From an optimization exercise on the open Yosys and OpenROAD flow, aimed at small area; shortcuts taken in it are not production practice. Function was checked by simulation only, so behaviour that the tests miss may differ from the original. No activity file was given, so power comes from the tool's default toggle rates.

==> inputs of ember <==
==> flow/design.v <==
`default_nettype none
package ppmdec_pkg;
  typedef struct packed {
    logic [7:0] data_byte;
    logic       start_of_file;
    logic       end_of_file;
  } ppmdec_in_t;
  typedef struct packed {
    logic [1:0]  result_kind;
    logic [7:0]  red;
    logic [7:0]  green;
    logic [7:0]  blue;
    logic [15:0] pixel_x;
    logic [15:0] pixel_y;
    logic [15:0] image_width;
    logic [15:0] image_height;
    logic [7:0]  max_value;
    logic [2:0]  error_code;
    logic        last_of_run;
  } ppmdec_out_t;
  typedef enum logic [2:0] {
    PH_MAGIC  = 3'd0,
    PH_WIDTH  = 3'd1,
    PH_HEIGHT = 3'd2,
    PH_MAXVAL = 3'd3,
    PH_PIXELS = 3'd4,
    PH_DONE   = 3'd5
  } phase_t;
  typedef enum logic [2:0] {
    ST_IDLE  = 3'd0,
    ST_BYTE  = 3'd1,
    ST_DIV   = 3'd2,
    ST_EOF   = 3'd3,
    ST_EOFD  = 3'd4,
    ST_EMIT  = 3'd5
  } seq_t;
  localparam logic [1:0] KIND_HDR_ASCII = 2'd0;
  localparam logic [1:0] KIND_HDR_BIN   = 2'd1;
  localparam logic [1:0] KIND_PIXEL     = 2'd2;
  localparam logic [1:0] KIND_ERROR     = 2'd3;
  localparam logic [2:0] ERR_MAGIC      = 3'd0;
  localparam logic [2:0] ERR_INTEGER    = 3'd1;
  localparam logic [2:0] ERR_SIZE       = 3'd2;
  localparam logic [2:0] ERR_MAXVAL     = 3'd3;
  localparam logic [2:0] ERR_RANGE      = 3'd4;
  localparam logic [2:0] ERR_INCOMPLETE = 3'd5;
  localparam logic [16:0] TOKEN_SAT = 17'h1FFFF;
  localparam logic [15:0] MAGIC_P3  = 16'h5033;
  localparam logic [15:0] MAGIC_P6  = 16'h5036;
endpackage
`default_nettype wire
`default_nettype none
module ppm_image_stream_decoder_unit
(
  input  wire logic        clk,
  input  wire logic        rst,
  input  wire logic        byte_valid,
  output logic             byte_stall,
  input  wire logic [9:0]  byte_data,
  output logic             result_valid,
  input  wire logic        result_stall,
  output logic [101:0]     result_data
);
  localparam logic [2:0] S_IDLE = 3'd0;
  localparam logic [2:0] S_BYTE = 3'd1;
  localparam logic [2:0] S_EOFS = 3'd2;
  localparam logic [2:0] S_DIV  = 3'd3;
  localparam logic [2:0] S_ACC  = 3'd4;
  localparam logic [2:0] S_EMIT = 3'd5;
  localparam logic [2:0] PH_MAGIC = 3'd0;
  localparam logic [2:0] PH_WIDTH = 3'd1;
  localparam logic [2:0] PH_HEIGHT = 3'd2;
  localparam logic [2:0] PH_MAXVAL = 3'd3;
  localparam logic [2:0] PH_PIXELS = 3'd4;
  localparam logic [2:0] PH_STOP  = 3'd5;
  localparam logic [1:0] R_NONE = 2'd0;
  localparam logic [1:0] R_HDR  = 2'd1;
  localparam logic [1:0] R_PIX  = 2'd2;
  localparam logic [1:0] R_ERR  = 2'd3;
  localparam logic [2:0] ERR_MAGIC      = 3'd0;
  localparam logic [2:0] ERR_INTEGER    = 3'd1;
  localparam logic [2:0] ERR_SIZE       = 3'd2;
  localparam logic [2:0] ERR_MAXVAL     = 3'd3;
  localparam logic [2:0] ERR_RANGE      = 3'd4;
  localparam logic [2:0] ERR_INCOMPLETE = 3'd5;
  logic [2:0]  st;
  logic        ev;            
  logic [2:0]  phase;
  logic        bin_fmt, in_comment, cr_seen;
  logic        tok_started, tok_neg, tok_invalid, tok_digits, tok_ovf;
  logic [15:0] tok_val;
  logic        size_zero;
  logic [15:0] width_reg, height_reg, column, row;
  logic [7:0]  maxv;
  logic [1:0]  comp;
  logic        range_fault;
  logic [23:0] rgb;
  logic [7:0]  div_rem;
  logic [3:0]  div_cnt;
  logic        samp_bad;
  logic [1:0]  res_k;
  logic [2:0]  ecode;
  wire [7:0] c   = byte_data[9:2];
  wire       sof = byte_data[1];
  wire       eof = byte_data[0];
  wire c_ws    = (c == 8'h20) || (c >= 8'h09 && c <= 8'h0D);
  wire c_lf    = (c == 8'h0A);
  wire c_cr    = (c == 8'h0D);
  wire c_hash  = (c == 8'h23);
  wire c_dig   = (c >= 8'h30 && c <= 8'h39);
  wire c_sign  = (c == 8'h2B) || (c == 8'h2D);
  wire c_minus = (c == 8'h2D);
  wire c_P     = (c == 8'h50);
  wire c_3or6  = (c == 8'h33) || (c == 8'h36);
  wire c_6     = (c == 8'h36);
  wire evs     = (st == S_EOFS);
  wire stopped = (phase == PH_STOP);
  wire tokz    = (phase != PH_PIXELS) || !bin_fmt;
  wire [19:0] acc = {4'b0, tok_val} * 20'd10 + {16'b0, c_dig ? c[3:0] : 4'd0};
  wire        t_hi   = |tok_val[15:8] || tok_ovf;    
  wire        t_lo0  = (tok_val[7:0] == 8'd0);
  wire        t_zero = t_lo0 && !t_hi;
  wire        t_good = tok_digits && !tok_invalid;
  wire [7:0]  v = bin_fmt ? c : tok_val[7:0];
  wire [8:0]  lo_d = {1'b0, 1'b0, maxv[7:1]} - {1'b0, v};
  wire [7:0]  hi_d = v - {7'b0, lo_d[8]};
  wire [15:0] num  = {hi_d, lo_d[7:0]};
  wire        nbit = num[~div_cnt];
  wire [8:0]  trial = {div_rem, nbit} - {1'b0, maxv};
  wire        qbit  = !trial[8];
  wire [15:0] col_inc = column + 16'd1;
  wire [15:0] row_inc = row + 16'd1;
  wire        wrap    = (col_inc == width_reg);
  wire        lastpix = wrap && (row_inc == height_reg);
  wire        inc_need = ev && !stopped && !(res_k == R_PIX && lastpix);
  assign byte_stall   = (st != S_ACC);
  assign result_valid = (st == S_EMIT);
  wire is_hdr = !res_k[1];
  wire is_pix = res_k[1] && !res_k[0];
  wire is_err = res_k[1] && res_k[0];
  assign result_data = {
    res_k[1], res_k[1] ? res_k[0] : bin_fmt,
    rgb & {24{is_pix}},
    column, row,
    width_reg & {16{is_hdr}}, height_reg & {16{is_hdr}}, maxv & {8{is_hdr}},
    ecode & {3{is_err}},
    !inc_need
  };
  logic fin, tokchar, samp, zero_pos;
  always_ff @(posedge clk) begin
    zero_pos = 1'b0;
    if (rst) begin
      st <= S_IDLE;
      phase <= PH_MAGIC;
      in_comment <= 1'b0;
      tok_started <= 1'b0;
      res_k <= R_NONE;
      div_cnt <= 4'd0;
      zero_pos = 1'b1;
    end else begin
      unique case (st)
        S_IDLE: begin
          ev <= 1'b0;
          if (byte_valid) begin
            st <= S_BYTE;
            if (sof) begin
              phase <= PH_MAGIC; in_comment <= 1'b0; tok_started <= 1'b0;
              zero_pos = 1'b1;
            end
          end
        end
        S_BYTE, S_EOFS: begin
          fin = 1'b0; tokchar = 1'b0; samp = 1'b0;
          if (!stopped) begin
            if (tokz) begin
              if (in_comment) begin
                if (!evs && c_lf) in_comment <= 1'b0;
              end else if (evs || c_ws) begin
                fin = tok_started;
              end else if (c_hash) begin
                fin = tok_started;
                in_comment <= 1'b1;
              end else begin
                tokchar = 1'b1;
              end
            end else if (!evs) begin
              if (in_comment) begin
                if (c_lf) in_comment <= 1'b0;
              end else if (cr_seen) begin
                cr_seen <= 1'b0;
                samp = !c_lf;
              end else begin
                samp = 1'b1;
              end
            end
          end
          if (tokchar) begin
            tok_started <= 1'b1;
            tok_val <= acc[15:0];
            if (!tok_started) begin
              tok_val <= c_dig ? {12'b0, c[3:0]} : 16'd0;
              tok_ovf <= 1'b0;
              tok_neg <= c_minus;
              tok_digits <= c_dig && (phase != PH_MAGIC);
              tok_invalid <= (phase == PH_MAGIC) ? !c_P : !(c_dig || c_sign);
            end else begin
              tok_ovf <= tok_ovf || (|acc[19:16]);
              if (phase == PH_MAGIC) begin
                tok_digits <= 1'b1;
                tok_invalid <= tok_invalid || tok_digits || !c_3or6;
                if (!tok_digits) bin_fmt <= c_6;
              end else begin
                tok_digits <= tok_digits || c_dig;
                tok_invalid <= tok_invalid || !c_dig;
              end
            end
          end
          if (fin) begin
            tok_started <= 1'b0;
            unique case (phase)
              PH_MAGIC: begin
                if (t_good) phase <= PH_WIDTH;
                else begin
                  res_k <= R_ERR; ecode <= ERR_MAGIC; phase <= PH_STOP; zero_pos = 1'b1;
                end
              end
              PH_WIDTH, PH_HEIGHT: begin
                if (!t_good) begin
                  res_k <= R_ERR; ecode <= ERR_INTEGER; phase <= PH_STOP; zero_pos = 1'b1;
                end else if (phase == PH_WIDTH) begin
                  width_reg <= (tok_neg || tok_ovf) ? 16'd0 : tok_val;
                  size_zero <= tok_neg || tok_ovf || (tok_val == 16'd0);
                  phase <= PH_HEIGHT;
                end else begin
                  height_reg <= (tok_neg || tok_ovf) ? 16'd0 : tok_val;
                  size_zero <= size_zero || tok_neg || tok_ovf || (tok_val == 16'd0);
                  phase <= PH_MAXVAL;
                end
              end
              PH_MAXVAL: begin
                if (!t_good) begin
                  res_k <= R_ERR; ecode <= ERR_INTEGER; phase <= PH_STOP; zero_pos = 1'b1;
                end else if (size_zero) begin
                  res_k <= R_ERR; ecode <= ERR_SIZE; phase <= PH_STOP; zero_pos = 1'b1;
                end else if (tok_neg || t_zero || t_hi) begin
                  res_k <= R_ERR; ecode <= ERR_MAXVAL; phase <= PH_STOP; zero_pos = 1'b1;
                end else begin
                  res_k <= R_HDR;
                  maxv <= tok_val[7:0];
                  comp <= 2'd0;
                  cr_seen <= !evs && c_cr && bin_fmt;
                  phase <= PH_PIXELS;
                end
              end
              default: begin
                if (!t_good) begin
                  res_k <= R_ERR; ecode <= ERR_INTEGER; phase <= PH_STOP; zero_pos = 1'b1;
                end else begin
                  samp = 1'b1;
                end
              end
            endcase
          end
          if (samp) begin
            st <= S_DIV;
            div_rem <= 8'd0;
            samp_bad <= !bin_fmt && ((tok_neg && !t_lo0) || t_hi);
          end else if (!ev && eof) begin
            st <= S_EOFS; ev <= 1'b1;
          end else begin
            st <= S_ACC;
          end
        end
        S_DIV: begin
          div_cnt <= div_cnt + 4'd1;
          div_rem <= qbit ? trial[7:0] : {div_rem[6:0], nbit};
          if (!div_cnt[3]) begin
            if (qbit) samp_bad <= 1'b1;
          end else begin
            rgb <= {rgb[22:0], qbit && !samp_bad};
          end
          if (div_cnt == 4'd15) begin
            if (!ev && eof) begin
              st <= S_EOFS; ev <= 1'b1;
            end else begin
              st <= S_ACC;
            end
            range_fault <= (range_fault && comp != 2'd0) || samp_bad;
            if (comp == 2'd2) begin
              comp <= 2'd0;
              if (range_fault || samp_bad) begin
                res_k <= R_ERR; ecode <= ERR_RANGE; phase <= PH_STOP; zero_pos = 1'b1;
              end else begin
                res_k <= R_PIX;
              end
            end else begin
              comp <= comp + 2'd1;
            end
          end
        end
        S_ACC: begin
          if (res_k != R_NONE) st <= S_EMIT;
          else if (inc_need) begin
            st <= S_EMIT;
            res_k <= R_ERR; ecode <= ERR_INCOMPLETE; phase <= PH_STOP; zero_pos = 1'b1;
          end else st <= S_IDLE;
        end
        S_EMIT: begin
          if (!result_stall) begin
            if (res_k == R_PIX) begin
              if (lastpix) phase <= PH_STOP;
            end
            if (inc_need) begin
              res_k <= R_ERR; ecode <= ERR_INCOMPLETE; phase <= PH_STOP; zero_pos = 1'b1;
            end else begin
              res_k <= R_NONE;
              st <= S_IDLE;
            end
          end
        end
        default: st <= S_IDLE;
      endcase
    end
    if (zero_pos) begin
      column <= 16'd0; row <= 16'd0;
    end else if (st == S_EMIT && !result_stall && res_k == R_PIX) begin
      column <= wrap ? 16'd0 : col_inc;
      if (lastpix) row <= 16'd0;
      else if (wrap) row <= row_inc;
    end
  end
endmodule
`default_nettype wire
==> flow/run.sh <==
#!/bin/bash
# synth_recipe.tcl (not shown) runs the flow's synth.tcl, then flattens the netlist and writes it again
# the make line also repeats each setting of config.mk as NAME=value (left out here)
make -C /OpenROAD-flow-scripts/flow DESIGN_CONFIG=/design/flow/config.mk WORK_HOME=/design/flow/orfs CLKGATE_MAP_FILE= SYNTH_SCRIPT=/design/flow/synth_recipe.tcl finish
==> flow/config.mk <==
export PLATFORM = sky130hd
export DESIGN_NAME = ppm_image_stream_decoder_unit
export DESIGN_NICKNAME = ppm_image_stream_decoder_unit
export VERILOG_FILES = /design/flow/design.v
export SDC_FILE = /design/flow/constraint.sdc
export NUM_CORES = 4
export LEC_CHECK = 0
export CAP_MARGIN = 20
export CORE_MARGIN = 2
export CORE_UTILIZATION = 40
export SLEW_MARGIN = 20
==> flow/constraint.sdc <==
create_clock -name core_clock -period 8.0 [get_ports {clk}]
set_input_delay 1.6000 -clock core_clock [delete_from_list [all_inputs] [get_ports {clk}]]
set_output_delay 1.6000 -clock core_clock [all_outputs]
set_load 0.01 [all_outputs]
==> violet: changes against ember <==
==> flow/flow/run.sh (new file) <==
#!/bin/bash
# Standard layout, with the smallest buffer on the ports.
cp standard.sh standard_sh.txt
cp config.mk config_mk.txt
export BUFFER_PORTS_ARGS="-buffer_cell sky130_fd_sc_hd__buf_1"
bash standard.sh > standard.log 2>&1
==> flow/standard.sh (new file) <==
#!/bin/bash
# synth_recipe.tcl (not shown) runs the flow's synth.tcl, then flattens the netlist and writes it again
# the make line also repeats each setting of config.mk as NAME=value (left out here)
make -C /OpenROAD-flow-scripts/flow DESIGN_CONFIG=/design/flow/config.mk WORK_HOME=/design/flow/orfs CLKGATE_MAP_FILE= SYNTH_SCRIPT=/design/flow/synth_recipe.tcl "${@:-finish}"
removed: flow/run.sh
==> flow_summary.toml <==
[power_and_ir_drop]
switching_component_of_the_power_mw = 0.672
static-leakage-power_nw = 4.41
share_comb_of_total_power_pct = 20.6

[cells_and_area]
layout.cell_area.non_filler_um2 = 12400
clock_buffer_count = 17

[timing]
fmax_mhz = 136
finalClockSkew_ns = 0.0177
timing_worst_slew_pin_value_ns = 1.01

[setup_path]
r2r_setup_slack_ns = 1.74
regToRegStartpoint = "tok_val[0]"

[outcome]
run_status = "timing/DRC/antenna clean"

[global_route]
grt_pass1_wl_um = 43100
# the run above: ember

==> flow_summary.toml <==
[cells_and_area]
clock_buffer_count = 18
layout.cell_area.non_filler_um2 = 11600
clock_network_contribution_to_total_cell_area_pct = 5.15

[global_route]
grt_pass1_wl_um = 42700

[timing]
fmax_mhz = 138
finalClockSkew_ns = 0.0188

[setup_path]
regToRegStartpoint = "bin_fmt"
r2r_setup_slack_ns = 1.49

[outcome]
run_status = "timing/DRC/antenna clean"

[power_and_ir_drop]
switching_component_of_the_power_mw = 0.648
share_comb_of_total_power_pct = 19.0
# the run above: violet

[afterwards: timing with drivers on the ports]
Ports are ideal in the flow. The routed layouts listed here were re-timed in OpenROAD. Step 1, drivers: a clkbuf_16 drives clk and a buf_2 each remaining input, both assumed. Step 2 moves the port delays by t, midway between the first and last clock arrival at a register: inputs arrive t later, outputs are due t later. That takes back most of the time a late clock gives input paths. Three values: ideal ports, drivers, drivers and shift; two values: the first two.
| run | t (ns) | setup slack, ns | worst setup path after step 2 | slew at the worst register clock pin (ns) | worst slew at a driven data input, ns |
|---|---|---|---|---|---|
| ember | 0.477 | 0.631 / 0.643 / 0.166 | input to register | 0.08 / 0.08 | 0.04 |
| violet | 0.472 | 0.748 / 0.742 / 0.270 | input to register | 0.07 / 0.07 | 0.06 |
After both steps setup and hold are still met in every run listed. The setup slack of violet, which loses most, moves by -0.006 ns with the drivers and by -0.478 ns with both steps.
